Source: an optimization exercise on an open RTL-to-GDS flow (aim: small area). Production flows keep margins and buffers that such runs may drop. At most, simulation tests tie the RTL to the original design; equivalence was not proved.

// accumulatorCalc
module accumulatorCalc (
	input  logic    clk,
	input  logic    reset,
	input  calcCtrlPkg::opcodeT  opcode,
	input  calcDataPkg::operandT operand,
	output calcDataPkg::resultT  result,
	output calcCtrlPkg::errorT   error
);
	calcDataPkg::resultT  acc;      
	calcCtrlPkg::errorT   errReg;   
	calcDataPkg::operandT accLow;   
	calcDataPkg::resultT  nextAcc;
	calcCtrlPkg::errorT   nextErr;
	logic    opAdd, opSub, opMul, opDiv, opMod, opPreset, opReset;
	logic    sumCarry;   
	calcDataPkg::resultT  product;
	calcDataPkg::operandT quotient;
	calcDataPkg::operandT remainder;  
	logic    divByZero;
	logic    selMul, selQuot, selRem, selPreset, hold;
	assign accLow = acc[16-1:0];
	assign opAdd    = (opcode == 4'd2);
	assign opSub    = (opcode == 4'd3);
	assign opMul    = (opcode == 4'd4);
	assign opDiv    = (opcode == 4'd5);
	assign opMod    = (opcode == 4'd6);
	assign opPreset = (opcode == 4'd15);
	assign opReset  = (opcode == 4'd1);
	arrayMultiplier uMultiplier (
		.a       (operand),
		.b       (accLow),
		.product (product)
	);
	divider uDivider (
		.dividend  (operand),
		.divisor   (accLow),
		.add       (opAdd),
		.sub       (opSub),
		.quotient  (quotient),
		.remainder (remainder),
		.carryOut  (sumCarry),
		.divByZero (divByZero)
	);
	assign selMul    = ~reset & opMul;
	assign selQuot   = ~reset & opDiv & ~divByZero;
	assign selRem    = ~reset & ((opMod & ~divByZero) | opAdd | opSub);
	assign selPreset = ~reset & opPreset;
	assign hold      = ~reset & ~(opAdd | opSub | opMul | opPreset | opReset |
	                              ((opDiv | opMod) & ~divByZero));
	assign nextAcc[32-1:16] =
		({16{selMul}} & product[32-1:16]) |
		({16{hold}}   & acc[32-1:16]);
	assign nextAcc[16-1:0] =
  ...
Size in the first run: roughly 1700 cells after synthesis, roughly 34 flip-flops, ~12000 um^2 of cells after synthesis.
Settings: LEC_CHECK=0, CAP_MARGIN=20, CORE_MARGIN=2, CORE_UTILIZATION=65, CTS_BUF_LIST=sky130_fd_sc_hd__clkbuf_8, GPL_TIMING_DRIVEN=0, SLEW_MARGIN=20; clock period 32.0 ns.
standard.sh (not shown) runs the stock make flow with config.mk's settings and CLKGATE_MAP_FILE= SYNTH_SCRIPT=/design/flow/synth_recipe.tcl, a recipe that flattens the netlist after the stock synthesis.
==> flow/flow/run.sh <==
#!/bin/bash
# The standard layout, with synthesis mapping the logic through an area-oriented ABC script
# (and without Yosys's early generic ABC pass, so full adders are found in their written
# polarity), small port buffers and no dummy clock-tree loads.
set -euo pipefail
here=$(pwd)
export FLOW_ABC_SCRIPT=$here/flow/abc.script
export FLOW_ABC_D=20000
export PRE_GLOBAL_PLACE_TCL=$here/flow/ports.tcl
export CTS_ARGS="-sink_clustering_enable -repair_clock_nets -buf_list sky130_fd_sc_hd__clkbuf_8 -dont_use_dummy_load"
bash standard.sh SYNTH_SCRIPT=$here/flow/synth.tcl "PRE_GLOBAL_PLACE_TCL=$PRE_GLOBAL_PLACE_TCL" "CTS_ARGS=$CTS_ARGS" finish > $here/make.log 2>&1
==> flow/flow/abc.script <==
strash
dch
map -a
topo
stime -c
dnsize -c
==> flow/flow/ports.tcl <==
# Buffer the inputs with buf_2, which drive the wide operand fan-outs, and the
# outputs with buf_1; every port still gets its own buffer.
rename buffer_ports flow_buffer_ports
proc buffer_ports {args} {
  flow_buffer_ports -inputs -buffer_cell sky130_fd_sc_hd__buf_2
  flow_buffer_ports -outputs -buffer_cell sky130_fd_sc_hd__buf_1
}
==> flow/flow/synth.tcl <==
# Standard synthesis (synth_recipe.tcl), with ABC run on an area-oriented script
proc synth {args} { yosys synth -nofsm -noshare -noabc {*}$args }
proc abc {args} {
  set i [lsearch -exact $args -script]
  if {$i >= 0} { set args [lreplace $args $i [expr {$i + 1}] -script $::env(FLOW_ABC_SCRIPT)] }
  set j [lsearch -exact $args -D]
  if {$j >= 0} { set args [lreplace $args $j [expr {$j + 1}] -D $::env(FLOW_ABC_D)] }
  puts "abc with: $args"
  yosys abc {*}$args
}
source $::env(SCRIPTS_DIR)/synth.tcl
# left out here: clear keep_hierarchy, flatten, clean up, hide names made inside functions, write 1_2_yosys.v
The starting point completed without violations.
Edit:
==> flow/flow/run.sh (replaced) <==
#!/bin/bash
# The standard layout, with synthesis mapping the logic through an area-oriented ABC script
# (and without Yosys's early generic ABC pass, so full adders are found in their written
# polarity), the ports buffered with the smallest buffer and no dummy clock-tree loads.
set -euo pipefail
here=$(pwd)
export FLOW_ABC_SCRIPT=$here/flow/abc.script
export FLOW_ABC_D=20000
export BUFFER_PORTS_ARGS="-buffer_cell sky130_fd_sc_hd__buf_1"
export CTS_ARGS="-sink_clustering_enable -repair_clock_nets -buf_list sky130_fd_sc_hd__clkbuf_8 -dont_use_dummy_load"
bash standard.sh SYNTH_SCRIPT=$here/flow/synth.tcl "BUFFER_PORTS_ARGS=$BUFFER_PORTS_ARGS" "CTS_ARGS=$CTS_ARGS" finish > $here/make.log 2>&1
==> flow/flow/abc.script (replaced) <==
strash
ifraig
dch -f
amap
strash
dch -f
map -a
topo
stime -c
dnsize -c
removed: flow/flow/ports.tcl
The changed run finished clean.
Die area came out lower slightly.
Cell count came out higher slightly.
Sequential cell count does not change.
Count of clock-buffer cells in the layout stays the same.
Synthesized cell count stays flat.
Edit:
--- a/flow/flow/run.sh
+++ b/flow/flow/run.sh
@@ -9,3 +9,3 @@
 export BUFFER_PORTS_ARGS="-buffer_cell sky130_fd_sc_hd__buf_1"
-export CTS_ARGS="-sink_clustering_enable -repair_clock_nets -buf_list sky130_fd_sc_hd__clkbuf_8 -dont_use_dummy_load"
+export CTS_ARGS="-sink_clustering_enable -repair_clock_nets -buf_list sky130_fd_sc_hd__clkbuf_8 -dont_use_dummy_load -sink_clustering_size 40 -sink_clustering_max_diameter 200"
 bash standard.sh SYNTH_SCRIPT=$here/flow/synth.tcl "BUFFER_PORTS_ARGS=$BUFFER_PORTS_ARGS" "CTS_ARGS=$CTS_ARGS" finish > $here/make.log 2>&1
==> flow/flow/abc.script (replaced) <==
strash
dch
map -a
topo
stime -c
dnsize -c
Effect:
- clock-buffer cell count is unchanged
- synthesized area climbs slightly
Edit:
--- a/flow/flow/run.sh
+++ b/flow/flow/run.sh
@@ -9,3 +9,3 @@
 export BUFFER_PORTS_ARGS="-buffer_cell sky130_fd_sc_hd__buf_1"
-export CTS_ARGS="-sink_clustering_enable -repair_clock_nets -buf_list sky130_fd_sc_hd__clkbuf_8 -dont_use_dummy_load -sink_clustering_size 40 -sink_clustering_max_diameter 200"
+export CTS_ARGS="-sink_clustering_enable -repair_clock_nets -buf_list {sky130_fd_sc_hd__clkbuf_4 sky130_fd_sc_hd__clkbuf_8} -dont_use_dummy_load"
 bash standard.sh SYNTH_SCRIPT=$here/flow/synth.tcl "BUFFER_PORTS_ARGS=$BUFFER_PORTS_ARGS" "CTS_ARGS=$CTS_ARGS" finish > $here/make.log 2>&1
=> The changed run went through all stages and came out clean; cell area is unchanged; area after synthesis stays the same; clock skew is unchanged.
Edit:
--- a/flow/flow/run.sh
+++ b/flow/flow/run.sh
@@ -9,3 +9,3 @@
 export BUFFER_PORTS_ARGS="-buffer_cell sky130_fd_sc_hd__buf_1"
-export CTS_ARGS="-sink_clustering_enable -repair_clock_nets -buf_list {sky130_fd_sc_hd__clkbuf_4 sky130_fd_sc_hd__clkbuf_8} -dont_use_dummy_load"
-bash standard.sh SYNTH_SCRIPT=$here/flow/synth.tcl "BUFFER_PORTS_ARGS=$BUFFER_PORTS_ARGS" "CTS_ARGS=$CTS_ARGS" finish > $here/make.log 2>&1
+export CTS_ARGS="-sink_clustering_enable -repair_clock_nets -buf_list sky130_fd_sc_hd__clkbuf_8 -dont_use_dummy_load"
+bash standard.sh SYNTH_SCRIPT=$here/flow/synth.tcl "BUFFER_PORTS_ARGS=$BUFFER_PORTS_ARGS" "CTS_ARGS=$CTS_ARGS" SKIP_INCREMENTAL_REPAIR=1 finish > $here/make.log 2>&1
Now the flow completed, yet does not pass: setup timing. First-iteration DRC count came out lower by a few percent. Non-clock buffer count came out lower by 9. Cell count came out lower slightly. Clock-buffer cell count is unchanged. Routed wire length came out lower slightly.

========
Another version of the RTL of accumulatorCalc (not shown whole).
Size: about 1800 cells after synthesis, roughly 34 flip-flops, ~56 I/O pins.
==> flow/config.mk <==
export PLATFORM = sky130hd
export DESIGN_NAME = accumulatorCalc
export DESIGN_NICKNAME = accumulatorCalc
export VERILOG_FILES = /design/flow/design.v
export SDC_FILE = /design/flow/constraint.sdc
export NUM_CORES = 4
export LEC_CHECK = 0
export CAP_MARGIN = 20
export CORE_MARGIN = 2
export CORE_UTILIZATION = 65
export CTS_BUF_LIST = sky130_fd_sc_hd__clkbuf_8
export GPL_TIMING_DRIVEN = 0
export SLEW_MARGIN = 20
==> flow/constraint.sdc <==
create_clock -name core_clock -period 32.0 [get_ports {clk}]
set_input_delay 6.4000 -clock core_clock [delete_from_list [all_inputs] [get_ports {clk}]]
set_output_delay 6.4000 -clock core_clock [all_outputs]
set_load 0.01 [all_outputs]
==> flow/flow/run.sh <==
#!/bin/bash
# The standard layout, with synthesis mapping the logic through an area-oriented ABC script
# and the ports buffered with the smallest buffer.
set -euo pipefail
here=$(pwd)
export FLOW_ABC_SCRIPT=$here/flow/abc.script
export FLOW_ABC_D=20000
export BUFFER_PORTS_ARGS="-buffer_cell sky130_fd_sc_hd__buf_1"
bash standard.sh SYNTH_SCRIPT=$here/flow/synth.tcl "BUFFER_PORTS_ARGS=$BUFFER_PORTS_ARGS" finish > $here/make.log 2>&1
==> flow/flow/abc.script <==
strash
dch
map -a
topo
stime -c
dnsize -c
Scripts as last shown in full above: flow/flow/synth.tcl
Next try:
--- a/flow/flow/synth.tcl
+++ b/flow/flow/synth.tcl
@@ -1,3 +1,3 @@
 # Standard synthesis (synth_recipe.tcl), with ABC run on an area-oriented script
-proc synth {args} { yosys synth -nofsm -noshare -noabc {*}$args }
+proc synth {args} { yosys synth -nofsm -noshare {*}$args }
 proc abc {args} {
--- a/flow/config.mk
+++ b/flow/config.mk
@@ -7,7 +7,6 @@
 export LEC_CHECK = 0
-export CAP_MARGIN = 20
+export CAP_MARGIN = 0
 export CORE_MARGIN = 2
 export CORE_UTILIZATION = 65
-export CTS_BUF_LIST = sky130_fd_sc_hd__clkbuf_8
 export GPL_TIMING_DRIVEN = 0
-export SLEW_MARGIN = 20
+export SLEW_MARGIN = 0
Outcome:
- The new run produced a clean layout
- final area went up by 2.3%
- utilization climbs by 0.70 points
- wire length rises by about 9%
- global-route usage stays flat
- sequential cell count does not change
- cell count is higher by 4.7%
Next try:
--- a/flow/config.mk
+++ b/flow/config.mk
@@ -9,4 +9,3 @@
 export CORE_MARGIN = 2
-export CORE_UTILIZATION = 65
-export GPL_TIMING_DRIVEN = 0
+export CORE_UTILIZATION = 40
 export SLEW_MARGIN = 0
Effect:
- cell area is higher by about 1.5%
- global-route usage falls by 10 points
- synthesized area is unchanged
- first-iteration DRC count drops by 24%
- via count fell by 0.48%
Next try:
--- a/flow/flow/run.sh
+++ b/flow/flow/run.sh
@@ -7,3 +7,3 @@
 export FLOW_ABC_D=20000
-export BUFFER_PORTS_ARGS="-buffer_cell sky130_fd_sc_hd__buf_1"
+export BUFFER_PORTS_ARGS="-buffer_cell sky130_fd_sc_hd__buf_2"
 bash standard.sh SYNTH_SCRIPT=$here/flow/synth.tcl "BUFFER_PORTS_ARGS=$BUFFER_PORTS_ARGS" finish > $here/make.log 2>&1
--- a/flow/config.mk
+++ b/flow/config.mk
@@ -9,3 +9,3 @@
 export CORE_MARGIN = 2
-export CORE_UTILIZATION = 40
+export CORE_UTILIZATION = 65
 export SLEW_MARGIN = 0
Effect: The new run went through all stages and came out clean. Worst hold slack is worse by 0.0056 ns. Wire length hardly moves. Final cell count drops by 5.8%. Via count rises by 2.1%. First-iteration DRC count grows by 43%. Utilization goes up by 28 points. Worst setup slack gets worse by 0.12 ns. Sequential cell count stays the same.

========
The RTL this note starts from:
==> flow/design.v <==
package calcDataPkg;
	typedef logic [16-1:0] operandT;
	typedef logic [32-1:0] resultT;
endpackage
package calcCtrlPkg;
	typedef logic [4-1:0] opcodeT;
	typedef logic [1:0] errorT;
endpackage
module addSub (
	input  calcDataPkg::operandT a,
	input  calcDataPkg::operandT b,
	input  logic    subtract,
	output calcDataPkg::operandT diff,
	output logic    carryOut
);
	calcDataPkg::operandT         bInv;   
	logic [16:0] carry;  
	assign bInv     = b ^ {16{subtract}};
	assign carry[0] = subtract;  
	genvar i;
	generate
		for (i = 0; i < 16; i++)
		begin : gFullAdder
			assign diff[i]      = a[i] ^ bInv[i] ^ carry[i];
			assign carry[i + 1] = (a[i] & bInv[i]) | (a[i] & carry[i]) | (bInv[i] & carry[i]);
		end
	endgenerate
	assign carryOut = carry[16];
endmodule
module arrayMultiplier (
	input  calcDataPkg::operandT a,
	input  calcDataPkg::operandT b,
	output calcDataPkg::resultT  product
);
	localparam int N    = 16;
	localparam int Rows = N - 1;  
	logic [N-1:0] partial [N];     
	logic [N-1:0] augend  [Rows];  
	logic [N-1:0] rowSum  [Rows];
	logic [N:0]   carry   [Rows];  
	genvar i, j;
	generate
		for (i = 0; i < N; i++)
		begin : gPartial
			assign partial[i] = b & {N{a[i]}};
		end
		for (i = 0; i < Rows; i++)
		begin : gRow
			if (i == 0)
			begin : gFirst
				assign augend[i] = {1'b0, partial[0][N-1:1]};
			end
			else
			begin : gNext
				assign augend[i] = {carry[i - 1][N], rowSum[i - 1][N-1:1]};
			end
			assign carry[i][0] = 1'b0;
			for (j = 0; j < N; j++)
			begin : gBit
				if (j == 0)
				begin : gHalf
					assign rowSum[i][j]    = augend[i][j] ^ partial[i + 1][j];
					assign carry[i][j + 1] = augend[i][j] & partial[i + 1][j];
				end
				else
				begin : gFull
					assign rowSum[i][j]    = augend[i][j] ^ partial[i + 1][j] ^ carry[i][j];
					assign carry[i][j + 1] = (augend[i][j] & partial[i + 1][j]) |
					                         (augend[i][j] & carry[i][j]) |
					                         (partial[i + 1][j] & carry[i][j]);
				end
			end
		end
		assign product[0] = partial[0][0];
		for (i = 0; i < Rows - 1; i++)
		begin : gLowBits
			assign product[i + 1] = rowSum[i][0];
		end
	endgenerate
	assign product[2*N-1:Rows] = {carry[Rows - 1][N], rowSum[Rows - 1]};
endmodule
module divRow #(
	parameter int W = 16
) (
	input  logic [W-1:0] trial,    
	input  logic [W-1:0] divisor,  
	input  logic         fits,     
	output logic         q,        
	output logic [W-1:0] rem       
);
	localparam int L = (W > 1) ? $clog2(W) : 1;
	logic [W-1:0] b;          
	logic [W-1:0] gen [L+1];  
	logic [W-1:0] pro [L+1];  
	logic [W:0]   c;          
	logic [W-1:0] diff;
	assign b = ~divisor;
	assign gen[0] = {trial[W-1:1] & b[W-1:1], trial[0] | b[0]};
	assign pro[0] = {trial[W-1:1] | b[W-1:1], 1'b0};
	genvar l, j;
	generate
		for (l = 0; l < L; l++)
		begin : gLevel
			for (j = 0; j < W; j++)
			begin : gBit
				if ((j >> l) & 1)
				begin : gMerge
					localparam int M = ((j >> l) << l) - 1;
					assign gen[l + 1][j] = gen[l][j] | (pro[l][j] & gen[l][M]);
					assign pro[l + 1][j] = pro[l][j] & pro[l][M];
				end
				else
				begin : gPass
					assign gen[l + 1][j] = gen[l][j];
					assign pro[l + 1][j] = pro[l][j];
				end
			end
		end
	endgenerate
	assign c    = {gen[L], 1'b1};
	assign diff = b ^ c[W-1:0];
	assign q    = fits & c[W];
	assign rem  = trial ^ (diff & {W{q}});
endmodule
module divider (
	input  calcDataPkg::operandT dividend,
	input  calcDataPkg::operandT divisor,
	output calcDataPkg::operandT quotient,
	output calcDataPkg::operandT remainder,
	output logic    divByZero
);
	localparam int N = 16;
	logic [N-1:0] rem [N+1];  
	assign divByZero = (divisor == '0);
	assign rem[N]    = '0;
	genvar k;
	generate
		for (k = N - 1; k >= 0; k--)
		begin : gRow
			localparam int W = N - k;  
			logic [W-1:0] trial;
			logic [W-1:0] rowRem;
			logic         fits;
			if (W == 1)
			begin : gTop
				assign trial = dividend[k];
				assign fits  = (divisor[N-1:1] == '0);
			end
			else if (W == N)
			begin : gBottom
				assign trial = {rem[k + 1][W-2:0], dividend[k]};
				assign fits  = 1'b1;
			end
			else
			begin : gMid
				assign trial = {rem[k + 1][W-2:0], dividend[k]};
				assign fits  = (divisor[N-1:W] == '0);
			end
			divRow #(.W(W)) uRow (
				.trial   (trial),
				.divisor (divisor[W-1:0]),
				.fits    (fits),
				.q       (quotient[k]),
				.rem     (rowRem)
			);
			if (W == N)
			begin : gFull
				assign rem[k] = rowRem;
			end
			else
			begin : gPart
				assign rem[k] = {{(N-W){1'b0}}, rowRem};
			end
		end
	endgenerate
	assign remainder = rem[0];
endmodule
module accumulatorCalc (
	input  logic    clk,
	input  logic    reset,
	input  calcCtrlPkg::opcodeT  opcode,
	input  calcDataPkg::operandT operand,
	output calcDataPkg::resultT  result,
	output calcCtrlPkg::errorT   error
);
	calcDataPkg::resultT  acc;      
	calcCtrlPkg::errorT   errReg;   
	calcDataPkg::operandT accLow;   
	calcDataPkg::resultT  nextAcc;
	calcCtrlPkg::errorT   nextErr;
	logic    subtract;
	calcDataPkg::operandT diff;
	logic    carryOut;
	calcDataPkg::resultT  product;
	calcDataPkg::operandT quotient;
	calcDataPkg::operandT remainder;
	logic    divByZero;
	assign accLow   = acc[16-1:0];
	assign subtract = (opcode == 4'd3);
	addSub uAddSub (
		.a        (operand),
		.b        (accLow),
		.subtract (subtract),
		.diff     (diff),
		.carryOut (carryOut)
	);
	arrayMultiplier uMultiplier (
		.a       (operand),
		.b       (accLow),
		.product (product)
	);
	divider uDivider (
		.dividend  (operand),
		.divisor   (accLow),
		.quotient  (quotient),
		.remainder (remainder),
		.divByZero (divByZero)
	);
	always_comb
	begin
		nextErr = '0;  
		case (opcode)
			4'd0:   nextAcc = acc;
			4'd1:  nextAcc = '0;
			4'd15: nextAcc = 32'(1);
			4'd2:
			begin
				nextAcc    = 32'(diff);
				nextErr[0] = carryOut;   
			end
			4'd3:
			begin
				nextAcc    = 32'(diff);
				nextErr[0] = ~carryOut;  
			end
			4'd4:    nextAcc = product;
			4'd5:
			begin
				nextAcc    = divByZero ? acc : 32'(quotient);
				nextErr[1] = divByZero;
			end
			4'd6:
			begin
				nextAcc    = divByZero ? acc : 32'(remainder);
				nextErr[1] = divByZero;
			end
			default:         nextAcc = acc;  
		endcase
	end
	always_ff @(posedge clk)
	begin
		if (reset)
		begin
			acc    <= '0;
			errReg <= '0;
		end
		else
		begin
			acc    <= nextAcc;
			errReg <= nextErr;
		end
	end
	assign result = acc;
	assign error  = errReg;
endmodule
==> flow/config.mk <==
export PLATFORM = sky130hd
export DESIGN_NAME = accumulatorCalc
export DESIGN_NICKNAME = accumulatorCalc
export VERILOG_FILES = /design/flow/design.v
export SDC_FILE = /design/flow/constraint.sdc
export NUM_CORES = 4
export LEC_CHECK = 0
export CAP_MARGIN = 20
export CORE_MARGIN = 2
export CORE_UTILIZATION = 40
export SLEW_MARGIN = 20
==> flow/constraint.sdc <==
create_clock -name core_clock -period 32.0 [get_ports {clk}]
set_input_delay 6.4000 -clock core_clock [delete_from_list [all_inputs] [get_ports {clk}]]
set_output_delay 6.4000 -clock core_clock [all_outputs]
set_load 0.01 [all_outputs]
run.sh (not shown) runs the stock make flow with config.mk's settings and CLKGATE_MAP_FILE= SYNTH_SCRIPT=/design/flow/synth_recipe.tcl, a recipe that flattens the netlist after the stock synthesis.
Stock flow here: none of the scripts above is used.
Then changed:
- SYNTH_HIERARCHICAL: not set -> 1
Area after synthesis falls by 12%.
Global-route usage falls by 6.9 points.
Design area falls by 9.3%.
Die area falls by 12%.
Sequential cell count is unchanged.
Utilization rises by 1.4 points.
Wire length falls by 37%.
Then changed:
==> flow/flow/run.sh (new file) <==
#!/bin/bash
# The standard layout, with synthesis mapping the logic through an area-oriented ABC script.
set -euo pipefail
here=$(pwd)
export FLOW_ABC_SCRIPT=$here/flow/abc.script
export FLOW_ABC_D=20000
bash standard.sh SYNTH_SCRIPT=$here/flow/synth.tcl finish > $here/make.log 2>&1
==> flow/flow/abc.script (new file) <==
strash
dch
map -a -B 0.9
topo
stime -c
buffer -c
upsize -c
dnsize -c
==> flow/flow/synth.tcl (new file) <==
# Standard synthesis (synth_recipe.tcl), with ABC run on an area-oriented script
proc synth {args} { yosys synth -nofsm -noshare {*}$args }
proc abc {args} {
  set i [lsearch -exact $args -script]
  if {$i >= 0} { set args [lreplace $args $i [expr {$i + 1}] -script $::env(FLOW_ABC_SCRIPT)] }
  set j [lsearch -exact $args -D]
  if {$j >= 0} { set args [lreplace $args $j [expr {$j + 1}] -D $::env(FLOW_ABC_D)] }
  puts "abc with: $args"
  yosys abc {*}$args
}
source $::env(SCRIPTS_DIR)/synth.tcl
# left out here: clear keep_hierarchy, flatten, clean up, hide names made inside functions, write 1_2_yosys.v
==> flow/standard.sh (new file) <==
#!/bin/bash
# synth_recipe.tcl (not shown) runs the flow's synth.tcl, then flattens the netlist and writes it again
# the make line also repeats each setting of config.mk as NAME=value (left out here)
make -C /OpenROAD-flow-scripts/flow DESIGN_CONFIG=/design/flow/config.mk WORK_HOME=/design/flow/orfs CLKGATE_MAP_FILE= SYNTH_SCRIPT=/design/flow/synth_recipe.tcl "${@:-finish}"
- SYNTH_HIERARCHICAL: 1 -> not set
removed: flow/run.sh
Final cell count shrinks by 5.2%.
Via count shrinks by 8.9%.
Global-route usage grows by 1.7 points.
Clock skew stays flat.
Die area shrinks by 15%.
Critical path depth grows by 46.
Function was not checked in any run of this note: the RTL went through the layout flow alone.

what the ideal ports hide:
The flow's constraints put no driver on any port. The routed layouts listed below were extracted and timed again, unchanged, in two steps.
Step 1 sets driving cells, clkbuf_16 on the clock port and buf_2 on the other inputs (assumed; they add their load-dependent delay and slew).
Step 2, shift: input delay + t, output delay - t, t = (earliest + latest rising clock arrival at the registers) / 2. This alone moves slack from input paths to output paths.
Slacks: no drivers / after step 1 / after step 2; pairs: no drivers / after step 1.
run	t (ns)	setup slack, ns	worst register clock-pin slew, ns
the first run of note 1	0.317	2.389 / 2.395 / 2.078	0.07 / 0.07
the second run of note 1	0.331	2.009 / 2.017 / 1.686	0.08 / 0.08
the third run of note 1	0.324	2.390 / 2.399 / 2.075	0.07 / 0.07
the fourth run of note 1	0.324	2.390 / 2.399 / 2.075	0.07 / 0.07
the fifth run of note 1	0.324	-0.428 / -0.419 / -0.742	0.07 / 0.07
the first run of note 2	0.326	2.369 / 2.383 / 2.057	0.08 / 0.08
the second run of note 2	0.315	2.218 / 2.217 / 1.902	0.06 / 0.06
the third run of note 2	0.331	2.808 / 2.824 / 2.493	0.07 / 0.07
the fourth run of note 2	0.320	2.690 / 2.701 / 2.381	0.06 / 0.06
the first run of note 3	0.315	1.093 / 1.090 / 0.775	0.05 / 0.05
the second run of note 3	0.335	1.551 / 1.571 / 1.236	0.06 / 0.06
the third run of note 3	0.337	3.267 / 3.287 / 2.951	0.06 / 0.06
The setup slack of the second run of note 1, which loses most, moves by +0.008 ns with the drivers and by -0.323 ns with both steps.
